This is an optimization exercise on Yosys and OpenROAD, whose aim is small area, a short achievable clock period and few clock cycles per item, not a production implementation. No functional check of the RTL was part of this run. Power figures rest on the tool's default switching activity, not on a simulated workload.

==> flow/run.sh <==
#!/bin/bash
# synth_recipe.tcl (not shown) runs the flow's synth.tcl, then flattens the netlist and writes it again
# the make line also repeats each setting of config.mk as NAME=value (left out here)
make -C /OpenROAD-flow-scripts/flow DESIGN_CONFIG=/design/flow/config.mk WORK_HOME=/design/flow/orfs CLKGATE_MAP_FILE= SYNTH_SCRIPT=/design/flow/synth_recipe.tcl finish
==> flow/config.mk <==
export PLATFORM = sky130hd
export DESIGN_NAME = dual_mode_word_queue
export DESIGN_NICKNAME = dual_mode_word_queue
export VERILOG_FILES = /design/flow/design.v
export SDC_FILE = /design/flow/constraint.sdc
export NUM_CORES = 4
export LEC_CHECK = 0
export CAP_MARGIN = 20
export CORE_MARGIN = 2
export CORE_UTILIZATION = 40
export SLEW_MARGIN = 20
==> flow/constraint.sdc <==
create_clock -name core_clock -period 5.0 [get_ports {clk}]
set_input_delay 1.0000 -clock core_clock [delete_from_list [all_inputs] [get_ports {clk}]]
set_output_delay 1.0000 -clock core_clock [all_outputs]
set_load 0.01 [all_outputs]
==> flow/design.v <==
`timescale 1ns / 1ps
package dmwq_pkg;
  localparam int CAP_W = 5;
  localparam int CFG_IDX_W = 2;
  localparam logic [CFG_IDX_W-1:0] CFG_MODE     = 2'd0;
  localparam logic [CFG_IDX_W-1:0] CFG_CAPACITY = 2'd1;
  localparam logic             MODE_LINEAR   = 1'b0;
  localparam logic             MODE_CIRCULAR = 1'b1;
  localparam logic [CAP_W-1:0] CAP_RESET     = 5'd16;
  localparam logic [1:0] KIND_ENQUEUE = 2'd0;
  localparam logic [1:0] KIND_DEQUEUE = 2'd1;
  localparam logic [1:0] KIND_LOOKUP  = 2'd2;
  typedef enum logic [2:0] {
    ST_OK    = 3'd0,
    ST_FULL  = 3'd1,
    ST_NONE  = 3'd2,
    ST_RANGE = 3'd3,
    ST_UNSUP = 3'd4
  } status_t;
  function automatic logic [CAP_W-1:0] eff_cap(input logic [CAP_W-1:0] raw,
                                               input logic [CAP_W-1:0] cap_max);
    eff_cap = raw;
    if (raw == '0) begin
      eff_cap = CAP_W'(1);
    end else if (raw > cap_max) begin
      eff_cap = cap_max;
    end
  endfunction
endpackage
`timescale 1ns / 1ps
module dmwq_ram #(
  parameter int WIDTH = 32,
  parameter int DEPTH = 16,
  localparam int AW = (DEPTH > 1) ? $clog2(DEPTH) : 1
) (
  input  logic             clk,
  input  logic             we,
  input  logic [AW-1:0]    waddr,
  input  logic [WIDTH-1:0] wdata,
  input  logic             re,
  input  logic [AW-1:0]    raddr,
  output logic [WIDTH-1:0] rdata
);
  logic [WIDTH-1:0] mem [DEPTH];
  always_ff @(posedge clk) begin
    if (we) begin
      mem[waddr] <= wdata;
    end
    if (re) begin
      rdata <= mem[raddr];
    end
  end
endmodule
`timescale 1ns / 1ps
module dual_mode_word_queue #(
  parameter int DEPTH      = 16,
  parameter int WORD_WIDTH = 32
) (
  input  logic                           clk,
  input  logic                           rst,
  input  logic                           cfg_we,
  input  logic [dmwq_pkg::CFG_IDX_W-1:0] cfg_index,
  input  logic [dmwq_pkg::CAP_W-1:0]     cfg_data,
  input  logic                           in_valid,
  output logic                           in_ready,
  input  logic [1:0]                     kind,
  input  logic [WORD_WIDTH-1:0]          data_word,
  input  logic [3:0]                     position,
  output logic                           out_valid,
  input  logic                           out_ready,
  output logic [2:0]                     status,
  output logic [WORD_WIDTH-1:0]          read_word,
  output logic [dmwq_pkg::CAP_W-1:0]     count,
  output logic                           full_res,
  output logic                           empty_res
);
  localparam int CW      = dmwq_pkg::CAP_W;
  localparam int AW      = $clog2(DEPTH);
  localparam int CAP_MAX = (DEPTH < (2 ** CW) - 1) ? DEPTH : (2 ** CW) - 1;
  typedef enum logic [1:0] {
    S_CLEAR,
    S_IDLE,
    S_READ
  } state_t;
  state_t state;
  logic          mode;
  logic [CW-1:0] capacity;
  logic [CW-1:0] front;
  logic [CW-1:0] rear;
  logic [CW-1:0] elem_count;
  logic [AW-1:0] clr_addr;
  dmwq_pkg::status_t out_status;
  logic [CW-1:0] cap;
  logic          accept;
  dmwq_pkg::status_t step_status;
  logic [CW-1:0]     front_next;
  logic [CW-1:0]     rear_next;
  logic [CW-1:0]     count_next;
  logic              step_we;
  logic [CW-1:0]     wr_ptr;
  logic              step_re;
  logic [CW-1:0]     rd_ptr;
  logic          mode_next;
  logic [CW-1:0] capacity_next;
  logic          cfg_hit;
  logic                  ram_we;
  logic [AW-1:0]         ram_waddr;
  logic [WORD_WIDTH-1:0] ram_wdata;
  logic                  ram_re;
  logic [WORD_WIDTH-1:0] ram_rdata;
  assign cap      = dmwq_pkg::eff_cap(capacity, CW'(CAP_MAX));
  assign in_ready = (state == S_IDLE) && (!out_valid || out_ready);
  assign accept   = in_valid && in_ready;
  assign status   = out_status;
  always_comb begin
    step_status = dmwq_pkg::ST_OK;
    front_next  = front;
    rear_next   = rear;
    count_next  = elem_count;
    step_we     = 1'b0;
    wr_ptr      = rear;
    step_re     = 1'b0;
    rd_ptr      = front;
    case (kind)
      dmwq_pkg::KIND_ENQUEUE: begin
        if (elem_count >= cap) begin
          step_status = dmwq_pkg::ST_FULL;
        end else if (mode == dmwq_pkg::MODE_LINEAR) begin
          step_we    = 1'b1;
          wr_ptr     = rear;
          rear_next  = rear + CW'(1);
          count_next = elem_count + CW'(1);
        end else begin
          rear_next  = (rear + CW'(1) == cap) ? '0 : rear + CW'(1);
          step_we    = 1'b1;
          wr_ptr     = rear_next;
          count_next = elem_count + CW'(1);
        end
      end
      dmwq_pkg::KIND_DEQUEUE: begin
        if (mode == dmwq_pkg::MODE_LINEAR) begin
          if (front == cap) begin
            front_next  = '0;
            rear_next   = '0;
            count_next  = '0;
            step_status = dmwq_pkg::ST_NONE;
          end else if (front >= rear) begin
            step_status = dmwq_pkg::ST_NONE;
          end else begin
            step_re    = 1'b1;
            rd_ptr     = front;
            front_next = front + CW'(1);
          end
        end else begin
          if (elem_count == '0) begin
            step_status = dmwq_pkg::ST_NONE;
          end else begin
            step_re    = 1'b1;
            rd_ptr     = front;
            front_next = (front + CW'(1) == cap) ? '0 : front + CW'(1);
            count_next = elem_count - CW'(1);
          end
        end
      end
      dmwq_pkg::KIND_LOOKUP: begin
        if (mode != dmwq_pkg::MODE_LINEAR) begin
          step_status = dmwq_pkg::ST_UNSUP;
        end else if (elem_count == '0) begin
          step_status = dmwq_pkg::ST_NONE;
        end else if (CW'(position) >= cap) begin
          step_status = dmwq_pkg::ST_RANGE;
        end else begin
          step_re = 1'b1;
          rd_ptr  = CW'(position);
        end
      end
      default: begin
        step_status = dmwq_pkg::ST_UNSUP;
      end
    endcase
  end
  always_comb begin
    mode_next     = mode;
    capacity_next = capacity;
    cfg_hit       = 1'b0;
    if (cfg_we) begin
      case (cfg_index)
        dmwq_pkg::CFG_MODE: begin
          mode_next = cfg_data[0];
          cfg_hit   = 1'b1;
        end
        dmwq_pkg::CFG_CAPACITY: begin
          capacity_next = cfg_data;
          cfg_hit       = 1'b1;
        end
        default: begin
          cfg_hit = 1'b0;
        end
      endcase
    end
  end
  always_comb begin
    if (state == S_CLEAR) begin
      ram_we    = 1'b1;
      ram_waddr = clr_addr;
      ram_wdata = '0;
    end else begin
      ram_we    = accept && step_we;
      ram_waddr = AW'(wr_ptr);
      ram_wdata = data_word;
    end
    ram_re = accept && step_re;
  end
  dmwq_ram #(
    .WIDTH(WORD_WIDTH),
    .DEPTH(DEPTH)
  ) u_store (
    .clk  (clk),
    .we   (ram_we),
    .waddr(ram_waddr),
    .wdata(ram_wdata),
    .re   (ram_re),
    .raddr(AW'(rd_ptr)),
    .rdata(ram_rdata)
  );
  always_ff @(posedge clk) begin
    if (rst) begin
      state      <= S_CLEAR;
      clr_addr   <= '0;
      out_valid  <= 1'b0;
      mode       <= dmwq_pkg::MODE_CIRCULAR;
      capacity   <= dmwq_pkg::CAP_RESET;
      front      <= '0;
      rear       <= dmwq_pkg::eff_cap(dmwq_pkg::CAP_RESET, CW'(CAP_MAX)) - CW'(1);
      elem_count <= '0;
    end else begin
      case (state)
        S_CLEAR: begin
          clr_addr <= clr_addr + AW'(1);
          if (clr_addr == AW'(DEPTH - 1)) begin
            state <= S_IDLE;
          end
        end
        S_IDLE: begin
          if (accept) begin
            out_status <= step_status;
            read_word  <= '0;
            count      <= count_next;
            full_res   <= (count_next >= cap);
            empty_res  <= (count_next == '0);
            out_valid  <= !step_re;
            state      <= step_re ? S_READ : S_IDLE;
          end else if (out_valid && out_ready) begin
            out_valid <= 1'b0;
          end
        end
        S_READ: begin
          read_word <= ram_rdata;
          out_valid <= 1'b1;
          state     <= S_IDLE;
        end
        default: begin
          state <= S_IDLE;
        end
      endcase
      if (cfg_hit) begin
        mode       <= mode_next;
        capacity   <= capacity_next;
        front      <= '0;
        elem_count <= '0;
        rear       <= (mode_next == dmwq_pkg::MODE_CIRCULAR)
                      ? dmwq_pkg::eff_cap(capacity_next, CW'(CAP_MAX)) - CW'(1)
                      : '0;
      end else if (accept) begin
        front      <= front_next;
        rear       <= rear_next;
        elem_count <= count_next;
      end
    end
  end
endmodule
==> run_results.csv <==
group,metric,value,unit
die,coreArea,62700,um^2
die,ios,94,
global_route,grt_pass1_wl,86900,um
sta,fin_ws,0.472,ns
routing,totalWireLength,58300,um
worst_setup_path,critPathMaxFanout,13,
outcome,outcome,"finished clean",
yosys,synth_top_family_by_area,"multiplexers",
sta,hold_violations,0,
clocking,htree_levels,3,
yosys,synthXorXnorAreaFrac,0.560,%
routing,wl_per_cell,22.3,um
sta,fmax,221,MHz
clocking,clk_pin_slew,0.06,ns
clocking,cts_resized,0,
yosys,synth_edf_count,586,
worst_setup_path,critPathKind,"reg -> reg",
sta,relSlewSlack,23.1,%
die,die_area,65100,um^2
clocking,cts.sinks,614,
yosys,synthTopCellsByArea,"edfxtp_1 (70%), mux2i_1 (11%), o22ai_1 (3.2%)",
yosys,synth.ff_latch_count,614,
yosys,yosysUniqueCellTypes,68,
routing,dr_wl_met2,27900,um
place,dpl-instance-area,27700,um^2
yosys,synthMuxAreaShare,11.0,%
min_path,hold_class,"reg -> reg",
place,dp_hpwl,33700,um
clocking,cts_root_buf,"clkbuf_16",
clocking,insertion_delay,0.61,ns
sta,setup_viol,0,
die,start_util,40.2,%
worst_setup_path,crit_path_end_kind,"register",
final_layout,n_antenna_cell,0,
job,cap_violations,0,
global_route,grt_max_degree,41,
sta,rsz0062_at_grt,"no",
die,fp-row-count,92,
yosys,ys.flop_type,"edfxtp_1",
sta,slew_violations,0,
final_layout,drive_gt1_share,11.2,%
place,gp_congestion,0.848,
yosys,synth-compound-area-share,6.39,%
routing,routedLengthMet1,26400,um
sta,min_period_over_period,90.6,%
clocking,postCtsSetupBuffers,0,
yosys,synth_fa_ha_area_share,1.58,%
yosys,yosysSeqAreaShare,71.9,%
global_route,grt-ovfl-total,0,
place,io_buffers,93,
final_layout,multi_input_area,6660,um^2
place,place_ws,0.150,ns
global_route,grt_use_total,18.0,%
clocking,cts_hold_buf,0,
sta,final.min_clock_period,4.53,ns
yosys,synth_top_cell_by_area,"edfxtp_1",
die,die_w,255,um
yosys,yosys.area_share.simple,6.43,%
yosys,syn_inst,1568,
sta,worst_pin_slew,1.15,ns
routing,met3_length,2670,um
die,die_h,255,um
yosys,synth_top_area_share,69.7,%
yosys,syn_nets,1649,
final_layout,seqCellArea,18200,um^2
clocking,clockBufferDepth,3,
worst_setup_path,cp_data_required_time,5.27,ns
routing,ant_nets,0,
routing,drt_iter0_markers,1108,
sta,skew,0.0187,ns
power,power_density,386,nW/um^2
power,power.total,11500,uW
routing,first_pass_iters,5,
routing,drc,0,
worst_setup_path,cp.arrival,4.80,ns
final_layout,fillers,5284,
worst_setup_path,cp-start-kind,"register",
sta,setup_tns,0,ns
yosys,yosys_warnings,2,
power,peakVddDrop,0.000258,V
yosys,async_reset_ff_share,0,%
routing,top_layer,"met4",
routing,vias,14060,
final_layout,area_growth,18.1,%
power,leakage,0.0119,uW
final_layout,fin_nets,1801,
final_layout,final_area,29800,um^2
global_route,grt_pass1_vias,13812,
clocking,cts_tree,"done",
yosys,avgSynthCellArea,16.1,um^2
yosys,netlist_area,25200,um^2
global_route,grt_antenna_before_repair,0,
clocking,numCtsBuffers,66,
routing,viasPerCell,5.37,
-- routing by layer --
layer / GRT usage, % / vias up
met3: 3.05 / 99
met4: 5.01 / 0
met2: 29.5 / 349
li1: - / 6524
met5: 0 / -
met1: 25.0 / 7088
-- cell type report --
| cell class | count | area share [%] |
|---|---|---|
| sequential | 614 | 60.9 |
| inverter | 28 | 0.353 |
| clock inverter | 37 | 1.15 |
| clock buffer | 82 | 5.88 |
| tap | 846 | 3.55 |
| timing repair buffer | 161 | 5.83 |
| multi-input combinational | 849 | 22.3 |
-- worst max-delay path, stage by stage, from the launching register on --
cell      delay (ns)
dfxtp_1         0.46
nor3_1          0.09
o21ai_0         0.56
inv_1           0.16
buf_4           0.19
ha_1            0.27
nor2b_1         0.21
o211a_1         0.25
o21ai_0         0.15
or4b_2          0.63
o211ai_1        0.14
a21boi_0        0.45
and3_2          0.31
buf_4           0.29
-- report_power, final --
| group | total [uW] | switching [uW] | internal, uW |
|---|---|---|---|
| registers | 6000 | 64.9 | 5940 |
| logic | 751 | 479 | 272 |
| clock network | 4740 | 1980 | 2770 |
| total | 11500 | 2520 | 8980 |
-- cells by family (layout without fill, tap and decap cells) --
group,after synthesis,count (layout)
xor gates and xnor gates,13,13
muxes,275,275
DFF,614,614
AOI/OAI and AO/OA,250,250
buffers and inverters,105,308
adders and majority gates,32,32
and+or+nand+nor,279,279
-- cell usage in the layout (no fill, tap or decap), drive strengths merged, types with 3 or more instances in the layout --
master	Yosys	layout
edfxtp	586	586
a22oi	4	4
clkinv	0	24
o31ai	3	3
clkbuf	31	82
a21oi	31	31
nor3	21	21
a221o	3	3
nor2b	42	42
o21ai	25	25
dfxtp	28	28
o31a	3	3
mux2i	270	270
xnor2	8	8
a21o	8	8
nand3b	5	5
nor2	30	30
a211oi	7	7
nand2	43	43
and3	13	13
a211o	3	3
nand3	16	16
a31oi	6	6
ha	31	31
clkinvlp	0	3
and2	38	38
o22ai	131	131
bufinv	0	5
nor4	3	3
clkdlybuf4s50	0	93
buf	46	68
mux2	5	5
o211ai	8	8
xor2	3	3
or4	33	33
nand2b	23	23
inv	28	33
-- stage by stage --
step | utilization, % | hold WS, ns | cells
after global placement | 44.2 | 0.497 | 2497
after global routing | 47.5 | 0.553 | 2617
final | 47.5 | 0.516 | 2617
after floorplan | - | 0.481 | 1568
after CTS | 47.5 | 0.521 | 2616
after detailed placement | 44.2 | 0.511 | 2497
-- path summary, 6_finish.rpt --
path / from / endpoint / slack (ns) / cells after the start
hold reg to reg: clr_addr[0] / clr_addr[0] / 0.52 / 2
setup reg to reg: capacity[1] / u_store.mem[14][23] / 0.47 / 13
setup / recovery: capacity[1] / u_store.mem[14][23] / 0.47 / 13
hold / removal: clr_addr[0] / clr_addr[0] / 0.52 / 2
-- synth_stat cells, drive strengths merged, types with 2 or more instances --
cell,n
nand4b,2
a31oi,6
a21o,8
nand4,2
nor2b,42
nor3,21
mux2,5
ha,31
a22oi,4
xnor3,2
a221oi,2
nand2,43
nor2,30
nor4,3
nand3b,5
o211a,2
and2,38
nand2b,23
mux2i,270
o21ai,25
a21oi,31
inv,28
or4,33
o2111ai,2
and3b,2
a211o,3
nand3,16
edfxtp,586
o31a,3
dfxtp,28
or4b,2
a2bb2oi,2
o21a,2
and3,13
o211ai,8
xnor2,8
a221o,3
o22ai,131
a211oi,7
o31ai,3
xor2,3
buf,46
clkbuf,31
-- state kept, by name, summed over array words and instances (netlist names), 4 cells and up --
signal         cells
rear               5
count              5
clr_addr           4
front              5
u_store.mem      512
elem_count         5
capacity           5
u_store.rdata     32
read_word         32

## afterwards: timing with drivers on the ports
Ports are ideal in the flow. The routed layout listed here was re-timed in OpenROAD. Step 1 assumes that a clkbuf_16 drives the clock port and a buf_2 every other input. Step 2 adds t to the input delays and takes it off the output delays; t is the mean of the earliest and latest rising clock arrival at the registers after step 1. Input paths then give back, and output paths get back, about the clock's delay inside the block. Slacks: ideal ports / drivers / drivers and shift; pairs: ideal ports / drivers.
t (ns): 0.650
setup WS [ns]: 0.472 / 0.472 / 0.220
worst hold slack (ns): 0.516 / 0.516 / 0.516
After both steps setup and hold are still met in this run. For this run, drivers alone change the setup slack by 0.000 ns; drivers and shift together by -0.252 ns.
